Background: an optimization exercise with open tools, aiming at small area. Do not read the settings as production practice.
Function was checked by simulation only, so behaviour that the tests miss may differ from the original.
No activity file was given, so power comes from the tool's default toggle rates. The clock port is modelled as an ideal driver; clocking choices that lean on that would not hold on a real chip.

==> flow/design.v (excerpt) <==
module nvm_cmd_issuer #(
    parameter int DEPTH     = 16,
    parameter int AW        = 4,
    parameter int RETRY_GAP = 8,
    parameter int ISSUE_GAP = 2
) (
    input  logic          clk,
    input  logic          rst_n,
    input  logic          tbl_wr_en,
    input  logic [AW-1:0] tbl_wr_addr,
    input  logic [7:0]    tbl_wr_arg0,
    input  logic [31:0]   tbl_wr_arg1,
    input  logic [31:0]   tbl_wr_arg2,
    input  logic [31:0]   tbl_wr_arg3,
    input  logic [7:0]    tbl_wr_arg4,
    input  logic          start,
    input  logic [AW:0]   num_cmds,
    input  logic          loop_en,
    input  logic          stop,
    output logic          bus_command_enable,
    output logic [7:0]    bus_arg0,
    output logic [31:0]   bus_arg1,
    output logic [31:0]   bus_arg2,
    output logic [31:0]   bus_arg3,
    output logic [7:0]    bus_arg4,
    input  logic          bus_is_issuable,
    output logic          busy,
    output logic          done,
    output logic [31:0]   stall_cycles,
    output logic [31:0]   issued_count
);
Settings: LEC_CHECK=0, CAP_MARGIN=20, CORE_MARGIN=2, CORE_UTILIZATION=40, SLEW_MARGIN=20, SYNTH_HIERARCHICAL=1; clock period 6.0 ns.
standard.sh (not shown) runs the stock make flow with config.mk's settings and CLKGATE_MAP_FILE= SYNTH_SCRIPT=/design/flow/synth_recipe.tcl, a recipe that flattens the netlist after the stock synthesis.
==> flow/flow/run.sh <==
#!/bin/bash
# Standard layout (bash standard.sh) with three changes:
#  - ports are buffered with sky130_fd_sc_hd__buf_1 (the resizer sizes them
#    up later where a port needs more drive);
#  - clock tree synthesis clusters up to 28 sinks per leaf buffer (clkbuf_16),
#    and inserts no dummy loads;
#  - the floorplan step removes synthesis's buffers (REMOVE_ABC_BUFFERS) instead
#    of sizing gates up before placement; placement's resizer buffers later.
# make's full output goes to flow_make.log in the work folder; ORFS keeps each
# tool's own log under orfs/logs.
set -euo pipefail
export BUFFER_PORTS_ARGS="-buffer_cell sky130_fd_sc_hd__buf_1"
export CTS_ARGS="-sink_clustering_enable -repair_clock_nets -sink_clustering_size 28 -sink_clustering_max_diameter 150 -buf_list sky130_fd_sc_hd__clkbuf_16 -dont_use_dummy_load"
export REMOVE_ABC_BUFFERS=1
bash standard.sh > flow_make.log 2>&1
Change:
==> flow/flow/run.sh (replaced) <==
#!/bin/bash
# Standard layout (bash standard.sh) with two changes:
#  - ports are buffered with sky130_fd_sc_hd__buf_1 (the resizer sizes them
#    up later where a port needs more drive);
#  - clock tree synthesis clusters up to 25 sinks per leaf buffer (clkbuf_16), and
#    inserts no dummy loads.
# make's full output goes to flow_make.log in the work folder; ORFS keeps each
# tool's own log under orfs/logs.
set -euo pipefail
export BUFFER_PORTS_ARGS="-buffer_cell sky130_fd_sc_hd__buf_1"
export CTS_ARGS="-sink_clustering_enable -repair_clock_nets -sink_clustering_size 25 -sink_clustering_max_diameter 150 -buf_list sky130_fd_sc_hd__clkbuf_16 -dont_use_dummy_load"
bash standard.sh > flow_make.log 2>&1
Result: The changed run completed with no timing, DRC or antenna violations. Non-clock buffer count climbs by 14. Area after synthesis is unchanged. Core utilization rose by 0.25 points. Cell count barely changes. Total power is higher by about 0.8%. Critical path depth fell by 25.
Change:
==> flow/flow/run.sh (replaced) <==
#!/bin/bash
# Standard layout (bash standard.sh) with three changes:
#  - ports are buffered with sky130_fd_sc_hd__buf_1 (the resizer sizes them
#    up later where a port needs more drive);
#  - clock tree synthesis clusters up to 25 sinks per leaf buffer (clkbuf_16),
#    and inserts no dummy loads;
#  - the floorplan step removes synthesis's buffers (REMOVE_ABC_BUFFERS) instead
#    of sizing gates up before placement; placement's resizer buffers later.
# make's full output goes to flow_make.log in the work folder; ORFS keeps each
# tool's own log under orfs/logs.
set -euo pipefail
export BUFFER_PORTS_ARGS="-buffer_cell sky130_fd_sc_hd__buf_1"
export CTS_ARGS="-sink_clustering_enable -repair_clock_nets -sink_clustering_size 25 -sink_clustering_max_diameter 150 -buf_list sky130_fd_sc_hd__clkbuf_16 -dont_use_dummy_load"
export REMOVE_ABC_BUFFERS=1
bash standard.sh > flow_make.log 2>&1
After rerunning: Synthesized cell count does not change; final cell count stays flat; setup slack improves by 0.036 ns; routed wire length came out lower by 0.86%; die area is unchanged; via count is about the same; non-clock buffer count fell by 14.


Setup of main:
nvm_cmd_issuer, a different RTL version from the one above (not shown whole).
Size in the first run: about 5000 cells after synthesis, ~1900 flip-flops, roughly 310 I/O pins, roughly 0.063 sq mm of cells after synthesis.
export LEC_CHECK = 0
export CAP_MARGIN = 20
export CORE_MARGIN = 2
export CORE_UTILIZATION = 40
export SLEW_MARGIN = 20
export SYNTH_HIERARCHICAL = 1
create_clock -name core_clock -period 6.0 [get_ports {clk}]
run.sh (not shown) runs the stock make flow with config.mk's settings and CLKGATE_MAP_FILE= SYNTH_SCRIPT=/design/flow/synth_recipe.tcl, a recipe that flattens the netlist after the stock synthesis.
Stock flow here: none of the scripts above is used.
#### Input delta (the feature branch over main)
==> flow/flow/run.sh (new file) <==
#!/bin/bash
# Standard layout (bash standard.sh) with two changes:
#  - ports are buffered with sky130_fd_sc_hd__buf_1 (the resizer sizes them
#    up later where a port needs more drive);
#  - clock tree synthesis clusters up to 30 sinks per leaf buffer (clkbuf_16), and
#    inserts no dummy loads.
# make's full output goes to flow_make.log in the work folder; ORFS keeps each
# tool's own log under orfs/logs.
set -euo pipefail
export BUFFER_PORTS_ARGS="-buffer_cell sky130_fd_sc_hd__buf_1"
export CTS_ARGS="-sink_clustering_enable -repair_clock_nets -sink_clustering_size 30 -sink_clustering_max_diameter 150 -buf_list sky130_fd_sc_hd__clkbuf_16 -dont_use_dummy_load"
bash standard.sh > flow_make.log 2>&1
==> flow/standard.sh (new file) <==
#!/bin/bash
# synth_recipe.tcl (not shown) runs the flow's synth.tcl, then flattens the netlist and writes it again
# the make line also repeats each setting of config.mk as NAME=value (left out here)
make -C /OpenROAD-flow-scripts/flow DESIGN_CONFIG=/design/flow/config.mk WORK_HOME=/design/flow/orfs CLKGATE_MAP_FILE= SYNTH_SCRIPT=/design/flow/synth_recipe.tcl "${@:-finish}"
removed: flow/run.sh
--- outcome ---
Each of the runs, namely the feature branch and main, reached the end of the flow and came out clean.
Comparing total length of routed met2 wires for the feature branch and main, the bigger number came from main.
Re DRC violation count after routing: no difference whatsoever between the feature branch and main.
Transition time at the pin with the least slew margin ends up higher on the feature branch.
Worst clock skew on the final layout delta (the feature branch − main): unfavourable
Minimum hold slack on the feature branch is ahead of main.
Lower core utilization goes to the feature branch over main.

==> afterwards: timing with drivers on the ports <==
In the flow no input, the clock included, has a driving cell. The finished layouts below were timed again as built, in two steps. Step 1 assumes that a clkbuf_16 drives the clock port and a buf_2 every other input. Step 2, shift: input delay + t, output delay - t, t = (earliest + latest rising clock arrival at the registers) / 2. This alone moves slack from input paths to output paths. Slacks: ideal ports / drivers / drivers and shift; pairs: ideal ports / drivers.
| run | t, ns | setup slack, ns | slew at the worst register clock pin (ns) | worst data-port slew with drivers (ns) | pins driven straight from the clock port |
|---|---|---|---|---|---|
| the first run of note 1 | 0.788 | 0.408 / 0.327 / 0.408 | 0.11 / 0.11 | 0.22 | 1 |
| the second run of note 1 | 0.820 | 0.357 / 0.271 / 0.396 | 0.10 / 0.10 | 0.20 | 1 |
| the third run of note 1 | 0.795 | 0.392 / 0.383 / 0.392 | 0.10 / 0.10 | 0.20 | 1 |
| main | 0.905 | 0.347 / 0.262 / 0.806 | 0.07 / 0.07 | 0.18 | 1 |
| the feature branch | 0.799 | 0.697 / 0.617 / 0.954 | 0.12 / 0.12 | 0.20 | 1 |
After both steps every run listed still meets setup and hold.
